Source: an optimization exercise on an open RTL-to-GDS flow (aim: small area, a short achievable clock period and few clock cycles per item). Production flows keep margins and buffers that such runs may drop. Where RTL was checked, it was by simulation tests only, not by an equivalence proof against the original.

==> inputs of maple <==
==> flow/design.v (excerpt) <==
module yuv_to_rgb_top (
	input  logic                Clock_50,
	input  logic                Resetn,
	input  logic                start,
	input  csc_pkg::sram_word_t sram_read_data,
	output csc_pkg::sram_req_t  sram_req,
	output logic                done
);
clock: 15.0 ns
lec_check: 0
abc_area: 1
cap_margin: 20
core_margin: 2
core_utilization: 40
slew_margin: 20
standard.sh (not shown) runs the stock make flow with config.mk's settings and CLKGATE_MAP_FILE= SYNTH_SCRIPT=/design/flow/synth_recipe.tcl, a recipe that flattens the netlist after the stock synthesis.
==> flow/flow/run.sh <==
#!/bin/bash
# The standard layout, with the port buffers that global placement inserts
# made of buf_4 cells, and clock tree synthesis clustering 25 sinks within
# 80 um per leaf buffer, without dummy loads.
set -euo pipefail
bash standard.sh synth > synth.log 2>&1
export BUFFER_PORTS_ARGS="-buffer_cell sky130_fd_sc_hd__buf_4"
export CTS_ARGS="-sink_clustering_enable -repair_clock_nets -sink_clustering_size 32 -sink_clustering_max_diameter 100 -dont_use_dummy_load"
bash standard.sh finish > layout.log 2>&1
==> garnet: changes against maple <==
--- a/flow/design.v
+++ b/flow/design.v
@@ -39,11 +39,11 @@
 logic [4:0] ph;
 logic [7:0] hold_b;
 logic [7:0] hold_g;
 logic [17:0] addr_q;
 logic [15:0] wd_q;
-logic we_q;
+logic we_n_q;
 logic [17:0] nxt_addr;
 logic nxt_we_n;
 logic [7:0] kp1;
 logic [6:0] cw;
 logic [8:0] k3;
@@ -51,11 +51,11 @@
 logic tail;
 logic virt;
 logic k_nz;
 logic k_end;
 logic idle;
-assign req = {addr_q, wd_q, !we_q};
+assign req = {addr_q, wd_q, we_n_q};
 assign idle = !pro && !run;
 assign tail = (k >= 8'd155) && (k <= 8'd160);
 assign virt = (k == 8'd255);
 assign k_nz = (k != 8'd0);
 assign k_end = (k == 8'd160);
@@ -87,19 +87,13 @@
 	end
 end
 assign y_cap = ph[0];
 assign uo_cap = ph[4];
 assign phase = ph;
-logic [8:0] a_inc;
-logic kp1_co;
-logic cw_co;
-logic k3_co;
-logic a_inc_co;
-ripple_add #(.N(8)) u_kp1 (.a (k), .b (8'd0), .ci (1'b1), .s (kp1), .co (kp1_co));
-ripple_add #(.N(7)) u_cw (.a (k[7:1]), .b (7'd3), .ci (1'b0), .s (cw), .co (cw_co));
-ripple_add #(.N(9)) u_k3 (.a ({k, 1'b0}), .b ({1'b0, k}), .ci (1'b0), .s (k3), .co (k3_co));
-ripple_add #(.N(9)) u_a_inc (.a (addr_q[8:0]), .b (9'd0), .ci (1'b1), .s (a_inc), .co (a_inc_co));
+assign kp1 = k + 8'd1;
+assign cw = k[7:1] + 7'd3;
+assign k3 = {k, 1'b0} + {1'b0, k};
 always_comb begin
 	nxt_addr = {10'd0, kp1};
 	nxt_we_n = 1'b1;
 	if (idle) begin
 		nxt_addr = csc_pkg::u_base;
@@ -111,23 +105,23 @@
 			nxt_addr = (k[0] ? csc_pkg::v_base : csc_pkg::u_base) | {11'd0, cw};
 		end else if (ph[4]) begin
 			nxt_addr = csc_pkg::rgb_base | {9'd0, k3};
 			nxt_we_n = virt;
 		end else if (ph[0] || ph[1]) begin
-			nxt_addr = csc_pkg::rgb_base | {9'd0, a_inc};
+			nxt_addr = csc_pkg::rgb_base | {9'd0, addr_q[8:0] + 9'd1};
 			nxt_we_n = !k_nz || virt;
 		end
 	end
 end
 always_ff @(posedge Clock_50 or negedge Resetn) begin
 	if (!Resetn) begin
 		pro <= 1'b0;
 		run <= 1'b0;
 		done <= 1'b0;
-		we_q <= 1'b0;
+		we_n_q <= 1'b1;
 	end else begin
-		we_q <= !nxt_we_n;
+		we_n_q <= nxt_we_n;
 		if (idle) begin
 			if (start) begin
 				pro <= 1'b1;
 				done <= 1'b0;
 			end
@@ -177,14 +171,16 @@
 	input  logic                y_cap,
 	input  logic                uo_cap,
 	input  logic [4:0]          phase,
 	output csc_pkg::sample_t    y,
 	output csc_pkg::sample_t    u,
+	output csc_pkg::sample_t    v,
 	output csc_pkg::sample_t    c
 );
 logic [11:0][7:0] w;
 logic [15:0] uh;
+logic [7:0] vh;
 logic [15:0] yh;
 logic [7:0] uoh;
 logic [7:0] pin;
 logic [8:0] sum_o;
 logic [8:0] sum_m;
@@ -194,51 +190,48 @@
 logic c8;
 logic [9:0] s0_q;
 logic [9:0] s1_q;
 logic c8_q;
 logic [9:0] acc;
-logic acc_co;
-logic [7:0] sum_o_s;
-logic [7:0] sum_m_s;
-logic [7:0] sum_i_s;
-logic sum_o_c;
-logic sum_m_c;
-logic sum_i_c;
 logic [7:0] fir;
 always_comb begin
 	case (push_src)
 		2'd0: pin = sram_read_data[15:8];
+		2'd1: pin = uh[15:8];
 		2'd2: pin = uh[7:0];
-		default: pin = uh[15:8];
+		default: pin = vh;
 	endcase
 end
 fir9_a u_fir (
 	.p  (sum_o),
 	.q  (sum_m),
 	.r  (sum_i),
 	.s0 (s0),
 	.s1 (s1),
 	.c8 (c8)
 );
-ripple_add #(.N(8)) u_sum_o (.a (w[11]), .b (w[1]), .ci (1'b0), .s (sum_o_s), .co (sum_o_c));
-ripple_add #(.N(8)) u_sum_m (.a (w[9]), .b (w[3]), .ci (1'b0), .s (sum_m_s), .co (sum_m_c));
-ripple_add #(.N(8)) u_sum_i (.a (w[7]), .b (w[5]), .ci (1'b0), .s (sum_i_s), .co (sum_i_c));
-ripple_add #(.N(10)) u_acc (.a (s0_q), .b (s1_q), .ci (c8_q), .s (acc), .co (acc_co));
+assign acc = s0_q + s1_q + {9'd0, c8_q};
 assign fir = acc[9] ? 8'd0 : (acc[8] ? 8'd255 : acc[7:0]);
 always_ff @(posedge Clock_50) begin
 	if (push) w <= {w[10:0], pin};
 	if (uh_cap) uh <= sram_read_data;
-	else if (vh_cap) uh[15:8] <= sram_read_data[7:0];
+	if (vh_cap) vh <= sram_read_data[7:0];
 	if (y_cap) yh <= sram_read_data;
-	sum_o <= {sum_o_c, sum_o_s};
-	sum_m <= {sum_m_c, sum_m_s};
-	sum_i <= {sum_i_c, sum_i_s};
+	sum_o <= {1'b0, w[11]} + {1'b0, w[1]};
+	sum_m <= {1'b0, w[9]} + {1'b0, w[3]};
+	sum_i <= {1'b0, w[7]} + {1'b0, w[5]};
 	s0_q <= s0;
 	s1_q <= s1;
 	c8_q <= c8;
 	if (uo_cap) uoh <= fir;
-	u <= phase[2] ? w[9] : uoh;
+	if (phase[2]) begin
+		u <= w[9];
+		v <= w[8];
+	end else begin
+		u <= uoh;
+		v <= fir;
+	end
 	if (phase[1] || phase[2]) begin
 		y <= yh[15:8];
 		c <= w[8];
 	end else begin
 		y <= yh[7:0];
@@ -433,10 +426,11 @@
 `timescale 1ns/1ps
 module colour_matrix (
 	input  logic              Clock_50,
 	input  csc_pkg::sample_t  y,
 	input  csc_pkg::sample_t  u,
+	input  csc_pkg::sample_t  v,
 	input  csc_pkg::sample_t  c,
 	input  logic              sr,
 	input  logic              sb,
 	output csc_pkg::channel_t x,
 	output csc_pkg::channel_t g
@@ -473,11 +467,11 @@
 	.x_p  (x_p)
 );
 pixel_g_a u_g (
 	.y    (y),
 	.u    (u),
-	.v    (c),
+	.v    (v),
 	.g_h0 (g_h0),
 	.g_h1 (g_h1),
 	.g_c8 (g_c8),
 	.g_g  (g_g),
 	.g_p  (g_p)
@@ -497,47 +491,12 @@
 function automatic csc_pkg::channel_t clip(input logic [10:0] s);
 	if (s[10]) clip = 8'd0;
 	else if (s[9] || s[8]) clip = 8'd255;
 	else clip = s[7:0];
 endfunction
-logic [10:0] x_s;
-logic [10:0] g_s;
-logic x_co;
-logic g_co;
-ripple_add #(.N(11)) u_x_add (
-	.a  (x_h0q),
-	.b  (x_h1q),
-	.ci (x_gq | (x_pq & x_c8q)),
-	.s  (x_s),
-	.co (x_co)
-);
-ripple_add #(.N(11)) u_g_add (
-	.a  (g_h0q),
-	.b  (g_h1q),
-	.ci (g_gq | (g_pq & g_c8q)),
-	.s  (g_s),
-	.co (g_co)
-);
-assign x = clip(x_s);
-assign g = clip(g_s);
-endmodule
-module ripple_add #(
-	parameter int N = 8
-) (
-	input  logic [N-1:0] a,
-	input  logic [N-1:0] b,
-	input  logic         ci,
-	output logic [N-1:0] s,
-	output logic         co
-);
-logic [N:0] c;
-assign c[0] = ci;
-for (genvar i = 0; i < N; i++) begin : g_bit
-	assign s[i] = a[i] ^ b[i] ^ c[i];
-	assign c[i + 1] = (a[i] & b[i]) | (a[i] & c[i]) | (b[i] & c[i]);
-end
-assign co = c[N];
+assign x = clip(x_h0q + x_h1q + {10'd0, x_gq | (x_pq & x_c8q)});
+assign g = clip(g_h0q + g_h1q + {10'd0, g_gq | (g_pq & g_c8q)});
 endmodule
 module pixel_x_a (
 	input  logic [7:0] y,
 	input  logic [7:0] c,
 	input  logic [0:0] sr,
@@ -1111,10 +1070,11 @@
 logic [4:0] phase;
 logic sr;
 logic sb;
 csc_pkg::sample_t y;
 csc_pkg::sample_t u;
+csc_pkg::sample_t v;
 csc_pkg::sample_t c;
 csc_pkg::channel_t x;
 csc_pkg::channel_t g;
 assign sram_req = req;
 sram_sequencer u_sequencer (
@@ -1145,16 +1105,18 @@
 	.y_cap          (y_cap),
 	.uo_cap         (uo_cap),
 	.phase          (phase),
 	.y              (y),
 	.u              (u),
+	.v              (v),
 	.c              (c)
 );
 colour_matrix u_matrix (
 	.Clock_50 (Clock_50),
 	.y        (y),
 	.u        (u),
+	.v        (v),
 	.c        (c),
 	.sr       (sr),
 	.sb       (sb),
 	.x        (x),
 	.g        (g)
==> flow/flow/run.sh (replaced) <==
#!/bin/bash
# The standard layout, with the port buffers that global placement inserts
# made of buf_4 cells instead of the default choice.
set -euo pipefail
bash standard.sh synth > synth.log 2>&1
BUFFER_PORTS_ARGS="-buffer_cell sky130_fd_sc_hd__buf_4" bash standard.sh finish > layout.log 2>&1
==> lagoon: changes against maple <==
--- a/flow/design.v
+++ b/flow/design.v
@@ -39,11 +39,11 @@
 logic [4:0] ph;
 logic [7:0] hold_b;
 logic [7:0] hold_g;
 logic [17:0] addr_q;
 logic [15:0] wd_q;
-logic we_q;
+logic we_n_q;
 logic [17:0] nxt_addr;
 logic nxt_we_n;
 logic [7:0] kp1;
 logic [6:0] cw;
 logic [8:0] k3;
@@ -51,11 +51,11 @@
 logic tail;
 logic virt;
 logic k_nz;
 logic k_end;
 logic idle;
-assign req = {addr_q, wd_q, !we_q};
+assign req = {addr_q, wd_q, we_n_q};
 assign idle = !pro && !run;
 assign tail = (k >= 8'd155) && (k <= 8'd160);
 assign virt = (k == 8'd255);
 assign k_nz = (k != 8'd0);
 assign k_end = (k == 8'd160);
@@ -87,19 +87,13 @@
 	end
 end
 assign y_cap = ph[0];
 assign uo_cap = ph[4];
 assign phase = ph;
-logic [8:0] a_inc;
-logic kp1_co;
-logic cw_co;
-logic k3_co;
-logic a_inc_co;
-ripple_add #(.N(8)) u_kp1 (.a (k), .b (8'd0), .ci (1'b1), .s (kp1), .co (kp1_co));
-ripple_add #(.N(7)) u_cw (.a (k[7:1]), .b (7'd3), .ci (1'b0), .s (cw), .co (cw_co));
-ripple_add #(.N(9)) u_k3 (.a ({k, 1'b0}), .b ({1'b0, k}), .ci (1'b0), .s (k3), .co (k3_co));
-ripple_add #(.N(9)) u_a_inc (.a (addr_q[8:0]), .b (9'd0), .ci (1'b1), .s (a_inc), .co (a_inc_co));
+assign kp1 = k + 8'd1;
+assign cw = k[7:1] + 7'd3;
+assign k3 = {k, 1'b0} + {1'b0, k};
 always_comb begin
 	nxt_addr = {10'd0, kp1};
 	nxt_we_n = 1'b1;
 	if (idle) begin
 		nxt_addr = csc_pkg::u_base;
@@ -111,23 +105,23 @@
 			nxt_addr = (k[0] ? csc_pkg::v_base : csc_pkg::u_base) | {11'd0, cw};
 		end else if (ph[4]) begin
 			nxt_addr = csc_pkg::rgb_base | {9'd0, k3};
 			nxt_we_n = virt;
 		end else if (ph[0] || ph[1]) begin
-			nxt_addr = csc_pkg::rgb_base | {9'd0, a_inc};
+			nxt_addr = csc_pkg::rgb_base | {9'd0, addr_q[8:0] + 9'd1};
 			nxt_we_n = !k_nz || virt;
 		end
 	end
 end
 always_ff @(posedge Clock_50 or negedge Resetn) begin
 	if (!Resetn) begin
 		pro <= 1'b0;
 		run <= 1'b0;
 		done <= 1'b0;
-		we_q <= 1'b0;
+		we_n_q <= 1'b1;
 	end else begin
-		we_q <= !nxt_we_n;
+		we_n_q <= nxt_we_n;
 		if (idle) begin
 			if (start) begin
 				pro <= 1'b1;
 				done <= 1'b0;
 			end
@@ -177,14 +171,16 @@
 	input  logic                y_cap,
 	input  logic                uo_cap,
 	input  logic [4:0]          phase,
 	output csc_pkg::sample_t    y,
 	output csc_pkg::sample_t    u,
+	output csc_pkg::sample_t    v,
 	output csc_pkg::sample_t    c
 );
 logic [11:0][7:0] w;
 logic [15:0] uh;
+logic [7:0] vh;
 logic [15:0] yh;
 logic [7:0] uoh;
 logic [7:0] pin;
 logic [8:0] sum_o;
 logic [8:0] sum_m;
@@ -194,51 +190,48 @@
 logic c8;
 logic [9:0] s0_q;
 logic [9:0] s1_q;
 logic c8_q;
 logic [9:0] acc;
-logic acc_co;
-logic [7:0] sum_o_s;
-logic [7:0] sum_m_s;
-logic [7:0] sum_i_s;
-logic sum_o_c;
-logic sum_m_c;
-logic sum_i_c;
 logic [7:0] fir;
 always_comb begin
 	case (push_src)
 		2'd0: pin = sram_read_data[15:8];
+		2'd1: pin = uh[15:8];
 		2'd2: pin = uh[7:0];
-		default: pin = uh[15:8];
+		default: pin = vh;
 	endcase
 end
 fir9_a u_fir (
 	.p  (sum_o),
 	.q  (sum_m),
 	.r  (sum_i),
 	.s0 (s0),
 	.s1 (s1),
 	.c8 (c8)
 );
-ripple_add #(.N(8)) u_sum_o (.a (w[11]), .b (w[1]), .ci (1'b0), .s (sum_o_s), .co (sum_o_c));
-ripple_add #(.N(8)) u_sum_m (.a (w[9]), .b (w[3]), .ci (1'b0), .s (sum_m_s), .co (sum_m_c));
-ripple_add #(.N(8)) u_sum_i (.a (w[7]), .b (w[5]), .ci (1'b0), .s (sum_i_s), .co (sum_i_c));
-ripple_add #(.N(10)) u_acc (.a (s0_q), .b (s1_q), .ci (c8_q), .s (acc), .co (acc_co));
+assign acc = s0_q + s1_q + {9'd0, c8_q};
 assign fir = acc[9] ? 8'd0 : (acc[8] ? 8'd255 : acc[7:0]);
 always_ff @(posedge Clock_50) begin
 	if (push) w <= {w[10:0], pin};
 	if (uh_cap) uh <= sram_read_data;
-	else if (vh_cap) uh[15:8] <= sram_read_data[7:0];
+	if (vh_cap) vh <= sram_read_data[7:0];
 	if (y_cap) yh <= sram_read_data;
-	sum_o <= {sum_o_c, sum_o_s};
-	sum_m <= {sum_m_c, sum_m_s};
-	sum_i <= {sum_i_c, sum_i_s};
+	sum_o <= {1'b0, w[11]} + {1'b0, w[1]};
+	sum_m <= {1'b0, w[9]} + {1'b0, w[3]};
+	sum_i <= {1'b0, w[7]} + {1'b0, w[5]};
 	s0_q <= s0;
 	s1_q <= s1;
 	c8_q <= c8;
 	if (uo_cap) uoh <= fir;
-	u <= phase[2] ? w[9] : uoh;
+	if (phase[2]) begin
+		u <= w[9];
+		v <= w[8];
+	end else begin
+		u <= uoh;
+		v <= fir;
+	end
 	if (phase[1] || phase[2]) begin
 		y <= yh[15:8];
 		c <= w[8];
 	end else begin
 		y <= yh[7:0];
@@ -433,10 +426,11 @@
 `timescale 1ns/1ps
 module colour_matrix (
 	input  logic              Clock_50,
 	input  csc_pkg::sample_t  y,
 	input  csc_pkg::sample_t  u,
+	input  csc_pkg::sample_t  v,
 	input  csc_pkg::sample_t  c,
 	input  logic              sr,
 	input  logic              sb,
 	output csc_pkg::channel_t x,
 	output csc_pkg::channel_t g
@@ -473,11 +467,11 @@
 	.x_p  (x_p)
 );
 pixel_g_a u_g (
 	.y    (y),
 	.u    (u),
-	.v    (c),
+	.v    (v),
 	.g_h0 (g_h0),
 	.g_h1 (g_h1),
 	.g_c8 (g_c8),
 	.g_g  (g_g),
 	.g_p  (g_p)
@@ -497,47 +491,12 @@
 function automatic csc_pkg::channel_t clip(input logic [10:0] s);
 	if (s[10]) clip = 8'd0;
 	else if (s[9] || s[8]) clip = 8'd255;
 	else clip = s[7:0];
 endfunction
-logic [10:0] x_s;
-logic [10:0] g_s;
-logic x_co;
-logic g_co;
-ripple_add #(.N(11)) u_x_add (
-	.a  (x_h0q),
-	.b  (x_h1q),
-	.ci (x_gq | (x_pq & x_c8q)),
-	.s  (x_s),
-	.co (x_co)
-);
-ripple_add #(.N(11)) u_g_add (
-	.a  (g_h0q),
-	.b  (g_h1q),
-	.ci (g_gq | (g_pq & g_c8q)),
-	.s  (g_s),
-	.co (g_co)
-);
-assign x = clip(x_s);
-assign g = clip(g_s);
-endmodule
-module ripple_add #(
-	parameter int N = 8
-) (
-	input  logic [N-1:0] a,
-	input  logic [N-1:0] b,
-	input  logic         ci,
-	output logic [N-1:0] s,
-	output logic         co
-);
-logic [N:0] c;
-assign c[0] = ci;
-for (genvar i = 0; i < N; i++) begin : g_bit
-	assign s[i] = a[i] ^ b[i] ^ c[i];
-	assign c[i + 1] = (a[i] & b[i]) | (a[i] & c[i]) | (b[i] & c[i]);
-end
-assign co = c[N];
+assign x = clip(x_h0q + x_h1q + {10'd0, x_gq | (x_pq & x_c8q)});
+assign g = clip(g_h0q + g_h1q + {10'd0, g_gq | (g_pq & g_c8q)});
 endmodule
 module pixel_x_a (
 	input  logic [7:0] y,
 	input  logic [7:0] c,
 	input  logic [0:0] sr,
@@ -1111,10 +1070,11 @@
 logic [4:0] phase;
 logic sr;
 logic sb;
 csc_pkg::sample_t y;
 csc_pkg::sample_t u;
+csc_pkg::sample_t v;
 csc_pkg::sample_t c;
 csc_pkg::channel_t x;
 csc_pkg::channel_t g;
 assign sram_req = req;
 sram_sequencer u_sequencer (
@@ -1145,16 +1105,18 @@
 	.y_cap          (y_cap),
 	.uo_cap         (uo_cap),
 	.phase          (phase),
 	.y              (y),
 	.u              (u),
+	.v              (v),
 	.c              (c)
 );
 colour_matrix u_matrix (
 	.Clock_50 (Clock_50),
 	.y        (y),
 	.u        (u),
+	.v        (v),
 	.c        (c),
 	.sr       (sr),
 	.sb       (sb),
 	.x        (x),
 	.g        (g)
==> flow/flow/run.sh (replaced) <==
#!/bin/bash
# The standard layout, with the port buffers that global placement inserts
# made of buf_4 cells instead of the default choice.
set -euo pipefail
bash standard.sh synth > synth.log 2>&1
BUFFER_PORTS_ARGS="-buffer_cell sky130_fd_sc_hd__buf_4" bash standard.sh finish > layout.log 2>&1
Settings changed: CORE_UTILIZATION 40 to 60, CTS_CLUSTER_DIAMETER set to 60, CTS_CLUSTER_SIZE set to 40.
==> flow_summary.yaml <==
sta:
  fin_crit_sh_pct: 34.6
status:
  status: "finished clean"
worst_hold_path:
  worstHoldEndpoint: "u_upsampler.w[25]$_DFFE_PP_"
worst_setup_path:
  cp_cell_sequence: "a21o_1 > fa_1 > fa_1 > fa_1 > fa_1 > inv_1 > fa_1 > inv_1 > fa_1 > fa_1 > fa_1 > inv_1 > fa_1 > ha_1 > nand2_1 > o21ai_0 > inv_1"
  critPathBufInv: 4
-- figures above: maple

==> flow_summary.yaml <==
cells_and_area:
  seq_share_pct: 37.6
worst_setup_path:
  critPathBufInv: 1
  cp_cell_sequence: "buf_4"
status:
  status: "finished clean"
-- figures above: lagoon

==> flow_summary.yaml <==
worst_setup_path:
  critPathBufInv: 1
sta:
  tightest_slew_ns: 1.12
  fin_crit_sh_pct: 27.8
synth:
  synthMuxAreaShare_pct: 0.0504
status:
  status: "finished clean"
-- figures above: garnet

Testbench counts of garnet, summed over its fixed seeds: cycles 39,408, rows 48.
Testbench counts of lagoon, summed over its fixed seeds: cycles 39,408, rows 48.
No functional check of the RTL was part of maple.

[static timing again, ports no longer ideal]
Ports are ideal in the flow. The routed layouts listed here were re-timed in OpenROAD.
Step 1 sets driving cells, clkbuf_16 on the clock port and buf_2 on the other inputs (assumed; they add their load-dependent delay and slew).
Step 2 times the ports against the registers' clock, not the clock port: input delays grow and output delays shrink by t, the midpoint of the rising clock arrivals with the driver on.
a / b / c = ideal / step 1 / step 2; a / b = the first two.
| run | t, ns | setup slack, ns | latest minus earliest clock arrival (ns) |
|---|---|---|---|
| maple | 0.544 | 9.805 / 9.805 / 9.805 | 0.072 / 0.071 |
| garnet | 0.603 | 10.830 / 10.777 / 11.162 | 0.019 / 0.020 |
| lagoon | 0.629 | 10.793 / 10.737 / 11.208 | 0.028 / 0.029 |
After both steps setup and hold are still met in every run listed.
